This is an optimization exercise on Yosys and OpenROAD, whose aim is small area, a short achievable clock period and few clock cycles per item, not a production implementation. No functional check of the RTL was part of any run shown here. Power and IR drop assume default switching activity.

==> flow/config.mk <==
export PLATFORM = sky130hd
export DESIGN_NAME = sensor_reading_band_statistics
export DESIGN_NICKNAME = sensor_reading_band_statistics
export VERILOG_FILES = /design/flow/design.v
export SDC_FILE = /design/flow/constraint.sdc
export NUM_CORES = 4
export LEC_CHECK = 0
export CAP_MARGIN = 20
export CORE_MARGIN = 2
export CORE_UTILIZATION = 40
export SETUP_SLACK_MARGIN = 3.4
export SLEW_MARGIN = 20
==> flow/constraint.sdc <==
create_clock -name core_clock -period 6.0 [get_ports {i_clk}]
set_input_delay 1.2000 -clock core_clock [delete_from_list [all_inputs] [get_ports {i_clk}]]
set_output_delay 1.2000 -clock core_clock [all_outputs]
set_load 0.01 [all_outputs]
==> flow/design.v <==
`default_nettype none
package srbs_pkg;
    localparam int unsigned LIMIT_W = 15;
    localparam int unsigned CNT_W   = 11;
    localparam int unsigned POS_W   = 10;
    localparam int unsigned SUM_W   = 25;
    localparam int unsigned DIV_STEPS = LIMIT_W;
    localparam int unsigned STEP_W    = 4;
    localparam logic [1:0] REG_NORMAL   = 2'd0;
    localparam logic [1:0] REG_WARNING  = 2'd1;
    localparam logic [1:0] REG_CRITICAL = 2'd2;
    localparam logic [1:0] REG_ALARM    = 2'd3;
    localparam logic [LIMIT_W-1:0] NORMAL_RESET   = 15'd464;
    localparam logic [LIMIT_W-1:0] WARNING_RESET  = 15'd704;
    localparam logic [LIMIT_W-1:0] CRITICAL_RESET = 15'd944;
    localparam logic [LIMIT_W-1:0] ALARM_RESET    = 15'd720;
    typedef struct packed {
        logic [LIMIT_W-1:0] normal_limit;
        logic [LIMIT_W-1:0] warning_limit;
        logic [LIMIT_W-1:0] critical_limit;
        logic [LIMIT_W-1:0] alarm_threshold;
    } t_cfg;
endpackage
`default_nettype wire
`default_nettype none
import srbs_pkg::*;
module srbs_regs (
    input  wire logic        i_clk,
    input  wire logic        i_rst_n,
    input  wire logic        psel,
    input  wire logic        penable,
    input  wire logic        pwrite,
    input  wire logic [3:0]  paddr,
    input  wire logic [31:0] pwdata,
    output logic      [31:0] prdata,
    output logic             pready,
    output srbs_pkg::t_cfg             o_cfg
);
    srbs_pkg::t_cfg             r_cfg;
    logic [1:0]       reg_idx;
    logic             wr_en;
    logic [LIMIT_W-1:0] rd_val;
    logic [LIMIT_W-1:0] r_rd_val;
    assign reg_idx = paddr[3:2];
    assign wr_en   = psel && penable && pwrite;
    assign pready  = 1'b1;
    always_ff @(posedge i_clk) begin
        if (!i_rst_n) begin
            r_cfg.normal_limit    <= NORMAL_RESET;
            r_cfg.warning_limit   <= WARNING_RESET;
            r_cfg.critical_limit  <= CRITICAL_RESET;
            r_cfg.alarm_threshold <= ALARM_RESET;
        end else if (wr_en) begin
            unique case (reg_idx)
                REG_NORMAL:   r_cfg.normal_limit    <= pwdata[LIMIT_W-1:0];
                REG_WARNING:  r_cfg.warning_limit   <= pwdata[LIMIT_W-1:0];
                REG_CRITICAL: r_cfg.critical_limit  <= pwdata[LIMIT_W-1:0];
                REG_ALARM:    r_cfg.alarm_threshold <= pwdata[LIMIT_W-1:0];
                default:      r_cfg <= r_cfg;
            endcase
        end
    end
    always_comb begin
        unique case (reg_idx)
            REG_NORMAL:   rd_val = r_cfg.normal_limit;
            REG_WARNING:  rd_val = r_cfg.warning_limit;
            REG_CRITICAL: rd_val = r_cfg.critical_limit;
            REG_ALARM:    rd_val = r_cfg.alarm_threshold;
            default:      rd_val = '0;
        endcase
    end
    always_ff @(posedge i_clk) begin
        r_rd_val <= rd_val;
    end
    assign prdata = {{(32-LIMIT_W){1'b0}}, r_rd_val};
    assign o_cfg  = r_cfg;
endmodule
`default_nettype wire
`default_nettype none
import srbs_pkg::*;
module srbs_ctrl (
    input  wire logic i_clk,
    input  wire logic i_rst_n,
    input  wire logic i_copy,      
    input  wire logic i_ready,
    output logic      o_busy,      
    output logic      o_busy_next,
    output logic      o_div_step,  
    output logic      o_valid
);
    localparam logic [STEP_W-1:0] LAST_STEP = STEP_W'(DIV_STEPS - 1);
    logic              r_busy, r_valid;
    logic [STEP_W-1:0] r_step;
    assign o_div_step = r_busy && !r_valid;
    always_ff @(posedge i_clk) begin
        if (!i_rst_n) begin
            r_busy  <= 1'b0;
            r_valid <= 1'b0;
        end else if (i_copy) begin
            r_busy  <= 1'b1;
            r_valid <= 1'b0;
        end else if (r_valid) begin
            if (i_ready) begin
                r_busy  <= 1'b0;
                r_valid <= 1'b0;
            end
        end else if (r_busy && r_step == LAST_STEP) begin
            r_valid <= 1'b1;
        end
    end
    always_ff @(posedge i_clk) begin
        if (i_copy) begin
            r_step <= '0;
        end else if (o_div_step) begin
            r_step <= r_step + 1'b1;
        end
    end
    assign o_busy      = r_busy;
    assign o_busy_next = i_rst_n && (i_copy || (r_busy && !(r_valid && i_ready)));
    assign o_valid = r_valid;
endmodule
`default_nettype wire
`default_nettype none
import srbs_pkg::*;
module srbs_dp #(
    parameter int unsigned CNT_CAP = 1024,
    parameter int unsigned POS_CAP = 1023
) (
    input  wire logic               i_clk,
    input  wire logic               i_rst_n,
    input  srbs_pkg::t_cfg          i_cfg,
    input  wire logic               i_valid,
    output logic                    o_ready,
    input  wire logic        [15:0] i_reading,
    input  wire logic               i_last,
    output logic                    o_copy,
    input  wire logic               i_busy,
    input  wire logic               i_busy_next,
    input  wire logic               i_div_step,
    output logic [LIMIT_W-1:0]      o_min_reading,
    output logic [LIMIT_W-1:0]      o_max_reading,
    output logic [LIMIT_W-1:0]      o_avg_reading,
    output logic [CNT_W-1:0]        o_valid_count,
    output logic [CNT_W-1:0]        o_skipped_count,
    output logic [CNT_W-1:0]        o_normal_count,
    output logic [CNT_W-1:0]        o_warning_count,
    output logic [CNT_W-1:0]        o_critical_count,
    output logic [CNT_W-1:0]        o_shutdown_count,
    output logic [POS_W-1:0]        o_first_alarm_index,
    output logic                    o_alarm_seen,
    output logic                    o_batch_empty
);
    localparam logic [CNT_W-1:0] CAP  = CNT_W'(CNT_CAP);
    localparam logic [POS_W-1:0] PCAP = POS_W'(POS_CAP);
    function automatic logic [CNT_W-1:0] sat_inc(input logic [CNT_W-1:0] v);
        sat_inc = v[CNT_W-1] ? v : v + 1'b1;
    endfunction
    logic               r_in_v, r_in_last, r_in_ok, r_in_alarm;
    logic [LIMIT_W-1:0] r_in_val;
    logic [2:0]         r_in_le;
    logic               r_zero;
    logic [LIMIT_W-1:0] r_min, r_max;
    logic [SUM_W-1:0]   r_sum;
    logic [CNT_W-1:0]   r_valid_total, r_skipped_total;
    logic [CNT_W-1:0]   r_band [4];
    logic [POS_W-1:0]   r_pos, r_alarm_idx;
    logic               r_alarm_flag, r_any;
    logic [LIMIT_W-1:0] nx_min, nx_max;
    logic [SUM_W-1:0]   nx_sum;
    logic [CNT_W-1:0]   nx_valid_total, nx_skipped_total;
    logic [CNT_W-1:0]   nx_band [4];
    logic [POS_W-1:0]   nx_pos, nx_alarm_idx;
    logic               nx_alarm_flag, nx_any;
    logic [LIMIT_W-1:0] r_o_min, r_o_max, r_o_avg;
    logic [CNT_W-2:0]   r_o_rem;
    logic [CNT_W-1:0]   r_o_valid, r_o_skipped;
    logic [CNT_W-1:0]   r_o_band [4];
    logic [POS_W-1:0]   r_o_alarm_idx;
    logic               r_o_alarm, r_o_empty;
    logic               hold, fold, n_in_v, n_in_last, r_ready;
    logic               rd_ok;
    logic [LIMIT_W-1:0] rd_val;
    logic [2:0]         le_in;
    logic [3:0]         band_in;
    logic               ok_in, skip_in, alarm_in, first_alarm;
    logic               min_take, max_take;
    logic [CNT_W-1:0]   rem_sh;
    logic               rem_ge;
    assign hold    = r_in_v && r_in_last && i_busy;
    assign fold    = r_in_v && !hold;
    assign o_copy  = fold && r_in_last;
    assign o_ready = r_ready;
    assign rd_ok  = !i_reading[15];
    assign rd_val = i_reading[LIMIT_W-1:0];
    assign le_in[0] = rd_val <= i_cfg.normal_limit;
    assign le_in[1] = rd_val <= i_cfg.warning_limit;
    assign le_in[2] = rd_val <= i_cfg.critical_limit;
    assign n_in_v    = hold || i_valid;
    assign n_in_last = hold ? r_in_last : i_last;
    always_ff @(posedge i_clk) begin
        if (!i_rst_n) begin
            r_in_v  <= 1'b0;
            r_ready <= 1'b1;
            r_zero  <= 1'b1;
        end else begin
            r_in_v  <= n_in_v;
            r_ready <= !(n_in_v && n_in_last && i_busy_next);
            if (fold) begin
                r_zero <= r_in_last;
            end
        end
    end
    always_ff @(posedge i_clk) begin
        if (!hold) begin
            r_in_val   <= rd_val;
            r_in_last  <= i_last;
            r_in_ok    <= rd_ok;
            r_in_alarm <= rd_val >= i_cfg.alarm_threshold;
            r_in_le    <= le_in;
        end
    end
    assign ok_in       = fold && r_in_ok;
    assign skip_in     = fold && !r_in_ok;
    assign alarm_in    = ok_in && r_in_alarm;
    assign band_in[0]  = ok_in && r_in_le[0];
    assign band_in[1]  = ok_in && !r_in_le[0] && r_in_le[1];
    assign band_in[2]  = ok_in && !r_in_le[0] && !r_in_le[1] && r_in_le[2];
    assign band_in[3]  = ok_in && !r_in_le[0] && !r_in_le[1] && !r_in_le[2];
    assign first_alarm = alarm_in && (r_zero || !r_alarm_flag);
    assign min_take    = ok_in && (r_zero || !r_any || r_in_val < r_min);
    assign max_take    = ok_in && (r_zero || !r_any || r_in_val > r_max);
    always_comb begin
        nx_min = r_zero ? '0 : r_min;
        if (min_take) begin
            nx_min = r_in_val;
        end
        nx_max = r_zero ? '0 : r_max;
        if (max_take) begin
            nx_max = r_in_val;
        end
        if (r_zero) begin
            nx_sum = ok_in ? SUM_W'(r_in_val) : '0;
        end else if (ok_in && !r_valid_total[CNT_W-1]) begin
            nx_sum = r_sum + SUM_W'(r_in_val);
        end else begin
            nx_sum = r_sum;
        end
        if (r_zero) begin
            nx_valid_total = CNT_W'(ok_in);
        end else if (ok_in) begin
            nx_valid_total = sat_inc(r_valid_total);
        end else begin
            nx_valid_total = r_valid_total;
        end
        if (r_zero) begin
            nx_skipped_total = CNT_W'(skip_in);
        end else if (skip_in) begin
            nx_skipped_total = sat_inc(r_skipped_total);
        end else begin
            nx_skipped_total = r_skipped_total;
        end
        for (int b = 0; b < 4; b++) begin
            if (r_zero) begin
                nx_band[b] = CNT_W'(band_in[b]);
            end else if (band_in[b]) begin
                nx_band[b] = sat_inc(r_band[b]);
            end else begin
                nx_band[b] = r_band[b];
            end
        end
        if (r_zero) begin
            nx_pos = POS_W'(fold);
        end else if (fold && r_pos != PCAP) begin
            nx_pos = r_pos + 1'b1;
        end else begin
            nx_pos = r_pos;
        end
        if (first_alarm) begin
            nx_alarm_idx = r_zero ? '0 : r_pos;
        end else begin
            nx_alarm_idx = r_zero ? '0 : r_alarm_idx;
        end
        nx_alarm_flag = alarm_in || (!r_zero && r_alarm_flag);
        nx_any        = ok_in || (!r_zero && r_any);
    end
    always_ff @(posedge i_clk) begin
        r_min           <= nx_min;
        r_max           <= nx_max;
        r_sum           <= nx_sum;
        r_valid_total   <= nx_valid_total;
        r_skipped_total <= nx_skipped_total;
        for (int b = 0; b < 4; b++) begin
            r_band[b] <= nx_band[b];
        end
        r_pos           <= nx_pos;
        r_alarm_idx     <= nx_alarm_idx;
        r_alarm_flag    <= nx_alarm_flag;
        r_any           <= nx_any;
    end
    assign rem_sh = {r_o_rem, r_o_avg[LIMIT_W-1]};
    assign rem_ge = !r_o_empty && (rem_sh >= r_o_valid);
    always_ff @(posedge i_clk) begin
        if (o_copy) begin
            r_o_min       <= nx_min;
            r_o_max       <= nx_max;
            r_o_rem       <= nx_sum[SUM_W-1:LIMIT_W];
            r_o_avg       <= nx_sum[LIMIT_W-1:0];
            r_o_valid     <= nx_valid_total;
            r_o_skipped   <= nx_skipped_total;
            r_o_alarm_idx <= nx_alarm_idx;
            r_o_alarm     <= nx_alarm_flag;
            r_o_empty     <= !nx_any;
            for (int b = 0; b < 4; b++) begin
                r_o_band[b] <= nx_band[b];
            end
        end else if (i_div_step) begin
            r_o_rem <= rem_ge ? (CNT_W-1)'(rem_sh - r_o_valid) : rem_sh[CNT_W-2:0];
            r_o_avg <= {r_o_avg[LIMIT_W-2:0], rem_ge};
        end
    end
    assign o_min_reading       = r_o_min;
    assign o_max_reading       = r_o_max;
    assign o_avg_reading       = r_o_avg;
    assign o_valid_count       = r_o_valid;
    assign o_skipped_count     = r_o_skipped;
    assign o_normal_count      = r_o_band[0];
    assign o_warning_count     = r_o_band[1];
    assign o_critical_count    = r_o_band[2];
    assign o_shutdown_count    = r_o_band[3];
    assign o_first_alarm_index = r_o_alarm_idx;
    assign o_alarm_seen        = r_o_alarm;
    assign o_batch_empty       = r_o_empty;
endmodule
`default_nettype wire
`default_nettype none
import srbs_pkg::*;
module sensor_reading_band_statistics #(
    parameter int unsigned MAX_READINGS = 1024
) (
    input  wire logic               i_clk,
    input  wire logic               i_rst_n,
    input  wire logic               i_valid,
    output logic                    o_ready,
    input  wire logic signed [15:0] i_reading,
    input  wire logic               i_last,
    output logic                    o_valid,
    input  wire logic               i_ready,
    output logic [LIMIT_W-1:0]      o_min_reading,
    output logic [LIMIT_W-1:0]      o_max_reading,
    output logic [LIMIT_W-1:0]      o_avg_reading,
    output logic [CNT_W-1:0]        o_valid_count,
    output logic [CNT_W-1:0]        o_skipped_count,
    output logic [CNT_W-1:0]        o_normal_count,
    output logic [CNT_W-1:0]        o_warning_count,
    output logic [CNT_W-1:0]        o_critical_count,
    output logic [CNT_W-1:0]        o_shutdown_count,
    output logic [POS_W-1:0]        o_first_alarm_index,
    output logic                    o_alarm_seen,
    output logic                    o_batch_empty,
    input  wire logic               psel,
    input  wire logic               penable,
    input  wire logic               pwrite,
    input  wire logic [3:0]         paddr,
    input  wire logic [31:0]        pwdata,
    output logic      [31:0]        prdata,
    output logic                    pready
);
    localparam int unsigned CNT_CAP = (MAX_READINGS > 2047) ? 2047 : MAX_READINGS;
    localparam int unsigned POS_CAP = (MAX_READINGS - 1 > 1023) ? 1023 : MAX_READINGS - 1;
    srbs_pkg::t_cfg cfg;
    logic           copy, busy, busy_next, div_step;
    srbs_regs u_regs (
        .i_clk   (i_clk),
        .i_rst_n (i_rst_n),
        .psel    (psel),
        .penable (penable),
        .pwrite  (pwrite),
        .paddr   (paddr),
        .pwdata  (pwdata),
        .prdata  (prdata),
        .pready  (pready),
        .o_cfg   (cfg)
    );
    srbs_ctrl u_ctrl (
        .i_clk      (i_clk),
        .i_rst_n    (i_rst_n),
        .i_copy     (copy),
        .i_ready    (i_ready),
        .o_busy     (busy),
        .o_busy_next(busy_next),
        .o_div_step (div_step),
        .o_valid    (o_valid)
    );
    srbs_dp #(
        .CNT_CAP (CNT_CAP),
        .POS_CAP (POS_CAP)
    ) u_dp (
        .i_clk               (i_clk),
        .i_rst_n             (i_rst_n),
        .i_cfg               (cfg),
        .i_valid             (i_valid),
        .o_ready             (o_ready),
        .i_reading           (i_reading),
        .i_last              (i_last),
        .o_copy              (copy),
        .i_busy              (busy),
        .i_busy_next         (busy_next),
        .i_div_step          (div_step),
        .o_min_reading       (o_min_reading),
        .o_max_reading       (o_max_reading),
        .o_avg_reading       (o_avg_reading),
        .o_valid_count       (o_valid_count),
        .o_skipped_count     (o_skipped_count),
        .o_normal_count      (o_normal_count),
        .o_warning_count     (o_warning_count),
        .o_critical_count    (o_critical_count),
        .o_shutdown_count    (o_shutdown_count),
        .o_first_alarm_index (o_first_alarm_index),
        .o_alarm_seen        (o_alarm_seen),
        .o_batch_empty       (o_batch_empty)
    );
endmodule
`default_nettype wire
==> flow/flow/run.sh <==
#!/bin/bash
# The standard layout, with plain buffers (buf_2) on the ports instead of the
# delay cells that buffer_ports picks by default. Every port still gets its buffer.
set -euo pipefail
bash standard.sh BUFFER_PORTS_ARGS="-buffer_cell sky130_fd_sc_hd__buf_2" finish > standard_flow.log 2>&1
==> flow/standard.sh <==
#!/bin/bash
# synth_recipe.tcl (not shown) runs the flow's synth.tcl, then flattens the netlist and writes it again
# the make line also repeats each setting of config.mk as NAME=value (left out here)
make -C /OpenROAD-flow-scripts/flow DESIGN_CONFIG=/design/flow/config.mk WORK_HOME=/design/flow/orfs CLKGATE_MAP_FILE= SYNTH_SCRIPT=/design/flow/synth_recipe.tcl "${@:-finish}"
==> reports/results.tsv, run 1 <==
metric	value	unit
layout.nets	2086	
reg2reg_from	u_dp.r_in_val[0]	
grt_max_degree	86	
path_cells	ha_2 -> fa_2 -> a211o_1 -> a21oi_2 -> buf_4 -> o21ai_1 -> a21oi_2 -> mux2i_1 -> a22oi_1 -> mux2_2	
postSynthCellCount	1663	
num_vias	13000	
place_inst	2385	
start_util	0.402	
switchingPower	0.00148	W
multi_input_area	8340	sq um
holdPathStages	2	
power.leakage	8.43	nW
port_buffers	180	
cts_made_buffers	42	
ff2ff_path_depth	10	
period_needed	2.79	ns
rows	77	
cpLargestDelayFamily	compound AO/OA/AOI/OAI gates	
slew_headroom	0.371	
dp_hpwl	29800	um
grt_pass1_wl	68400	um
num_antenna_cells	0	
max-vdd-ir-drop	0.200	mV
io-pin-count	218	
crit_path_end_kind	flip-flop	
cts_root_buf	clkbuf_16	
dieArea	45900	sq um
p_sw_frac	0.246	
critPathKind	flip-flop to flip-flop	
cp_num_buf_inv	1	
synth.distinct_cells	72	
die_w	214	um
post-place-ws	2.87	ns
fin_util	0.491	
start_kind	flip-flop	
cts.path.max_buffers	3	
synth_top_cell_by_area	edfxtp_1	
comb_power_share	0.111	
ys_seq_area_frac	0.519	
drt_first_iter_violations	712	
cp_max_fo	2	
yosysWarnings	6	
regArea	9170	sq um
cp_data_required_time	6.31	ns
reg2reg_to	u_dp.r_o_avg[8]	
synth_area	17700	sq um
wirelength	44500	um
drive_gt1_frac	0.229	
arrival	3.11	ns
avgSynthCellArea	10.6	sq um
die_y	214	um
clock_power_share	0.412	
setup_viol	0	
cts_hold_buf	0	
coreArea	43900	sq um
finClkSkew	0.0230	ns
crit_top_cell	a21oi_2	
cts_sinks	381	
dr.pass1.iters	5	
internal_power	0.00454	W
rsz0062_at_grt	yes	
synth_edf_count	154	
drc	0	
fin_cells	2525	
maxCapViolations	0	
max_freq	358	MHz
setup-tns-final	0	ns
outcome	complete, no violations	
first_global_vias	12600	
hold_viol_final	0	
ff2ff_setup_slack	3.21	ns
gp_congestion	0.852	
power.density	280	nW/um^2
clock_latency	0.56	ns
synthTopCellsByArea	edfxtp_1 26%, dfxtp_1 26%, ha_1 8.8%	
ys.flop_type	dfxtp_1	
clkSlewWorstSetupHoldPaths	0.06	ns
hold_start	u_regs.r_cfg[11]	
viasPerCell	5.14	
drtAntennaViolNets	0	
seqPwrFrac	0.476	
hold-worst-slack	0.482	ns
slowest_delay	0.47	ns
grt_overflow_total	0	
synthArstFlopShare	0	
cts_tree	yes	
fin_ws	3.21	ns
crit_path_top_delay_cell	edfxtp_1	
htreeDepth	2	
worst_hold_path.endpoint	u_regs.r_cfg[11]	
yosys.area.top_type_share	0.262	
slew_violations	0	
final.period_utilization	0.466	
grt_usage	0.188	
hold_class	flip-flop to flip-flop	
n_fill_cell	4067	
wire_per_inst	17.6	um
area_growth	21.9	%
antenna_found_initial	1	
ys_ff_latch	381	
worst_pin_slew	0.943	ns
-- power by group through the flow --
stage / combinational, W / clock, W / sequential [W]
2_1_floorplan: 0.000388 / 0 / 0.00291
3_3_place_gp: 0.000534 / 0 / 0.00294
3_5_place_dp: 0.000546 / 0 / 0.00294
4_1_cts: 0.000615 / 0.00255 / 0.00287
5_1_grt: 0.000743 / 0.00265 / 0.00288
6_report: 0.000672 / 0.00249 / 0.00287
-- layout by cell type (no fill, tap or decap), types with 6 or more instances in the layout --
cell type / count
buf_4: 50
inv_1: 113
clkbuf_1: 18
mux2i_1: 25
nor3_1: 9
nor2_1: 133
ha_1: 107
or3_1: 17
a21boi_0: 46
or2_2: 7
xor2_1: 46
o21a_1: 13
buf_6: 14
nand2b_1: 11
nand3_1: 43
a21oi_2: 8
mux4_2: 15
dfxtp_1: 226
conb_1: 18
a211oi_1: 6
buf_2: 178
nand4_1: 44
and3_1: 20
nor2b_1: 14
o21ai_0: 45
ha_4: 15
xnor2_1: 17
edfxtp_1: 154
mux2_2: 25
o21ai_1: 7
nand2_1: 169
clkbuf_16: 44
a21o_1: 34
a22o_1: 16
a21oi_1: 61
o211ai_1: 23
-- metal layers --
layer,track usage,share of wire,wire length [um],vias to the layer above
met3,0.0325,0.045,2010,67
met2,0.313,0.47,21000,294
li1,-,-,-,6382
met1,0.251,0.46,20400,6247
met4,0.0572,0.026,1140,0
met5,0,0,0,-
-- cells in the mapped netlist (all sizes together) (7+ instances only) --
library cell	n
a21oi	72
nor3	16
nand2b	12
nand3	46
a21boi	48
buf	29
a211oi	10
o31ai	11
or3	19
clkbuf	43
xnor2	20
mux4	15
a22o	17
a21o	34
nor2	136
xor2	46
nand4	44
inv	116
dfxtp	227
nor2b	17
and3	22
ha	124
or2	7
mux2i	25
o21a	14
edfxtp	154
nand2	171
mux2	29
o211ai	24
o21ai	52
-- worst min-delay path, stage by stage, from the launching register on --
cell,delay (ns)
dfxtp_1,0.32
nand2_1,0.05
a21boi_0,0.06
-- area by class of cell --
| cell class | count | area share |
|---|---|---|
| Sequential cell | 381 | 0.425 |
| Multi-Input combinational cell | 1111 | 0.387 |
| Timing Repair Buffer | 248 | 0.0710 |
| Clock buffer | 64 | 0.0550 |
| Tap cell | 592 | 0.0344 |
| Inverter | 116 | 0.0212 |
| Clock inverter | 13 | 0.00627 |
-- cells by family (layout without fill, tap and decap cells) --
logic type      after synthesis  after routing  share of synthesized area
compound gates              315            316                      0.122
xor+xnor                     66             66                     0.0327
fa+ha+maj                   126            126                     0.0900
buf+inv                     188            441                     0.0445
flops                       381            381                      0.519
mux                          69             69                     0.0519
other cells                   2             18                   0.000425
simple gates                516            516                      0.139
-- state kept, by name, summed over array words and instances, names as in the netlist, 11 cells and up --
register	cells
u_dp.r_o_skipped	11
u_regs.r_rd_val	15
u_regs.r_cfg	60
u_dp.r_max	15
u_dp.r_band	44
u_dp.r_valid_total	11
u_dp.r_min	15
u_dp.r_sum	25
u_dp.r_o_avg	15
u_dp.r_o_min	15
u_dp.r_skipped_total	11
u_dp.r_o_max	15
u_dp.r_o_band	44
u_dp.r_o_valid	11
u_dp.r_in_val	15
-- stage by stage --
stage	power, W	instance area [sq um]
floorplan	0.00330	17800
global placement	0.00347	19100
detailed placement	0.00348	19100
CTS	0.00604	21000
global route	0.00628	21600
finish	0.00603	21600
-- timing repair --
| action | 4_1_cts | 5_1_grt |
|---|---|---|
| pin swaps | 23 | 37 |
| setup buffers | 45 | 15 |
| gates cloned | 0 | 3 |
| endpoints found under the setup margin | 84 | 181 |
| resized for setup | 41 | 67 |
-- worst max-delay path by stage --
| stage | startpoint | to | slack, ns | depth (start not counted) |
|---|---|---|---|---|
| 2_1_floorplan | i_reading[0] | u_dp.r_in_alarm | 3.33 | 9 |
| 3_3_place_gp | i_reading[0] | u_dp.r_in_alarm | 2.86 | 10 |
| 3_5_place_dp | i_reading[0] | u_dp.r_in_alarm | 2.87 | 10 |
| 4_1_cts | u_dp.r_in_val[0] | u_dp.r_o_rem[3] | 3.27 | 10 |
| 5_1_grt | u_dp.r_in_val[0] | u_dp.r_o_avg[8] | 3.12 | 10 |
| 6_report | u_dp.r_in_val[0] | u_dp.r_o_avg[8] | 3.21 | 10 |
==> run 2: changes to the inputs <==
--- a/flow/config.mk
+++ b/flow/config.mk
@@ -10,2 +10,3 @@
 export CORE_UTILIZATION = 40
+export CTS_BUF_LIST = sky130_fd_sc_hd__clkbuf_4
 export SETUP_SLACK_MARGIN = 3.4
==> run 2 against run 1 <==
- register-to-register slack worse by 0.05 ns
- sequential cell count unchanged
- critical path depth unchanged
- final cell count rose by 5.4%
- sequential power is essentially flat
- total power shrank 2.1%
- setup slack got worse by 0.051 ns
- core utilization is 0.67 points higher
- synthesized cell count did not move
- clock-buffer cell count grew 89
- highest routed layer unchanged
- clock power is 6% lower
- combinational power increased by 2%
- largest cell class unchanged
==> reports/results.tsv, run 2 <==
metric	value	unit	change
outcome	complete, no violations		unchanged
max-vdd-ir-drop	0.137	mV	was 0.200 mV
postLayoutCellArea	21900	sq um	was 21600 sq um
max_freq	351	MHz	was 358 MHz
synthArstFlopShare	0		unchanged
max_flop_register	u_regs.r_cfg		unchanged
clkSlewWorstSetupHoldPaths	0.07	ns	was 0.06 ns
grt_pass1_wl	69600	um	was 68400 um
ys_seq_area_frac	0.519		unchanged
area_growth	23.6	%	was 21.9%
cts_made_buffers	100		was 42
cp_max_fo	5		was 2
seqPwrFrac	0.487		was 0.476
grt_usage	0.192		was 0.188
largest_register_ffs	60		unchanged
synthTopCellsByArea	edfxtp_1 26%, dfxtp_1 26%, ha_1 8.8%		unchanged
wirelength	44800	um	was 44500 um
arrival	3.41	ns	was 3.11 ns
cp_data_required_time	6.57	ns	was 6.31 ns
switchingPower	0.00154	W	was 0.00148 W
setup-tns-final	0	ns	unchanged
dr.pass1.iters	5		unchanged
dp_hpwl	29800	um	unchanged
synth.distinct_cells	72		unchanged
io-pin-count	218		unchanged
period_needed	2.85	ns	was 2.79 ns
maxCapViolations	0		unchanged
grt_overflow_total	0		unchanged
ys.flop_type	dfxtp_1		unchanged
setup_viol	0		unchanged
finClkSkew	0.0765	ns	was 0.0230 ns
start_kind	flip-flop		unchanged
layout.nets	2167		was 2086
hold_class	flip-flop to flip-flop		unchanged
slew_violations	0		unchanged
mostFrequentLayoutCell	dfxtp_1		unchanged
cts_sinks	381		unchanged
synth_top_cell_by_area	edfxtp_1		unchanged
power.density	270	nW/um^2	was 280 nW/um^2
postPlaceCellArea	19100	sq um	unchanged
ff2ff_path_depth	10		unchanged
slew_headroom	0.347		was 0.371
gp_congestion	0.852		unchanged
yosysMostFrequentCell	dfxtp_1		unchanged
antenna_found_initial	2		was 1
critPathKind	flip-flop to flip-flop		unchanged
coreArea	43900	sq um	unchanged
num_vias	13400		was 13000
die_w	214	um	unchanged
power.leakage	8.78	nW	was 8.43 nW
avgSynthCellArea	10.6	sq um	unchanged
start_util	0.402		unchanged
p_sw_frac	0.261		was 0.246
clock_power_share	0.397		was 0.412
cts_tree	yes		unchanged
drt_first_iter_violations	762		was 712
worst_pin_slew	0.978	ns	was 0.943 ns
comb_power_share	0.116		was 0.111
dieArea	45900	sq um	unchanged
ys_ff_latch	381		unchanged
grt_max_degree	86		unchanged
first_global_vias	13300		was 12600
reg_top3	u_regs.r_cfg (60), u_dp.r_band (44), u_dp.r_o_band (44)		unchanged
yosysWarnings	6		unchanged
yosys.area.top_type_share	0.262		unchanged
internal_power	0.00436	W	was 0.00454 W
drive_gt1_frac	0.277		was 0.229
postSynthCellCount	1663		unchanged
final.period_utilization	0.474		was 0.466
place_inst	2385		unchanged
holdPathStages	2		unchanged
cts.path.max_buffers	3		unchanged
port_buffers	180		unchanged
htreeDepth	3		was 2
cts_root_buf	clkbuf_4		was clkbuf_16
die_y	214	um	unchanged
viasPerCell	5.04		was 5.14
rows	77		unchanged
synth_commonest_cells	227 x dfxtp_1, 170 x nand2_1, 154 x edfxtp_1		unchanged
fin_cells	2661		was 2525
hold_viol_final	0		unchanged
drtAntennaViolNets	0		unchanged
wire_per_inst	16.8	um	was 17.6 um
final_cell_mix	224 x dfxtp_1, 173 x buf_2, 169 x nand2_1		was 226 x dfxtp_1, 178 x buf_2, 169 x nand2_1
synth_area	17700	sq um	unchanged
clock_latency	0.84	ns	was 0.56 ns
rsz0062_at_grt	yes		unchanged
synth_edf_count	154		unchanged
crit_path_end_kind	flip-flop		unchanged
drc	0		unchanged
==> run 2: path summary, 6_finish.rpt <==
path	from	endpoint	slack, ns
setup / recovery	u_dp.r_o_valid[1]	u_dp.r_o_rem[3]	3.15
hold / removal	u_regs.r_cfg[11]	u_regs.r_cfg[11]	0.48
setup reg to reg	u_dp.r_o_valid[1]	u_dp.r_o_rem[3]	3.15
hold reg to reg	u_regs.r_cfg[11]	u_regs.r_cfg[11]	0.48
==> run 2: what timing repair did <==
action	in CTS	in global routing
endpoints found under the setup margin	213	182
cloned	2	1
gates resized for setup	64	82
pin swaps	24	42
buffers inserted	64	19
hold buffers	0	0
==> run 2: metal layers <==
| metal | vias to the layer above | track usage | routed length, um |
|---|---|---|---|
| met1 | 6391 | 0.245 | 20000 |
| met5 | - | 0 | 0 |
| li1 | 6622 | - | - |
| met4 | 0 | 0.0870 | 1270 |
| met3 | 75 | 0.0400 | 2200 |
| met2 | 317 | 0.315 | 21300 |
==> run 2: per-stage QoR <==
stage / setup slack, ns / power, W / hold WS, ns / util
finish: 3.15 / 0.00590 / 0.483 / 0.497
global route: 3.09 / 0.00620 / 0.502 / 0.497
CTS: 3.22 / 0.00595 / 0.476 / 0.486
detailed placement: 2.87 / 0.00348 / 0.461 / 0.436
global placement: 2.86 / 0.00347 / 0.459 / 0.436
floorplan: 3.33 / 0.00330 / 0.435 / -
==> run 2: cell type report <==
type / count / area, sq um
tap: 592 / 741
timing repair buffer: 271 / 1780
clock buffer: 153 / 1150
fill: 4163 / 22100
multi-input combinational: 1111 / 8340
clock inverter: 36 / 214
sequential: 381 / 9180
antenna: 1 / 2.50
inverter: 116 / 459
==> run 2: power by group through the flow <==
stage	Clock [W]	Sequential (W)	Combinational, W
floorplan	0	0.00291	0.000388
detailed placement	0	0.00294	0.000546
CTS	0.00244	0.00287	0.000639
finish	0.00234	0.00287	0.000686
global placement	0	0.00294	0.000534
global route	0.00256	0.00288	0.000755
==> run 2: worst max-delay path: stages, from the launching register on <==
cell,delay (ns)
edfxtp_1,0.44
buf_6,0.16
inv_4,0.05
ha_4,0.19
nor2b_4,0.12
o2111a_1,0.28
o31a_1,0.36
o211ai_4,0.27
nand2_4,0.12
mux2_4,0.32
mux2_4,0.26
==> run 2: logic make-up after synthesis <==
group                    synth area share
other                            0.000425
buffers and inverters              0.0445
XOR/XNOR                           0.0327
AND/OR/NAND/NOR                     0.139
AO/OA/AOI/OAI                       0.122
multiplexers                       0.0519
adder cells (fa/ha/maj)            0.0900
flip-flops                          0.519

## separate check: timing with driven ports
Ports are ideal in the flow. The routed layouts listed here were re-timed in OpenROAD.
Step 1: set_driving_cell puts a clkbuf_16 on i_clk and a buf_2 on each other input, an assumption about the parent block.
Step 2 moves the port delays by t, midway between the first and last clock arrival at a register: inputs arrive t later, outputs are due t later. That takes back most of the time a late clock gives input paths.
a / b / c = no drivers / after step 1 / after step 2; a / b = the first two.
run	t, ns	setup WS [ns]	slew at the worst register clock pin (ns)	worst data-port slew with drivers (ns)
run 1	0.604	3.205 / 3.205 / 2.891	0.06 / 0.06	0.11
run 2	0.858	3.154 / 3.154 / 2.881	0.07 / 0.07	0.11
After both steps setup and hold are still met in every run listed. For run 1, which loses most, drivers alone change the setup slack by 0.000 ns; drivers and shift together by -0.314 ns.
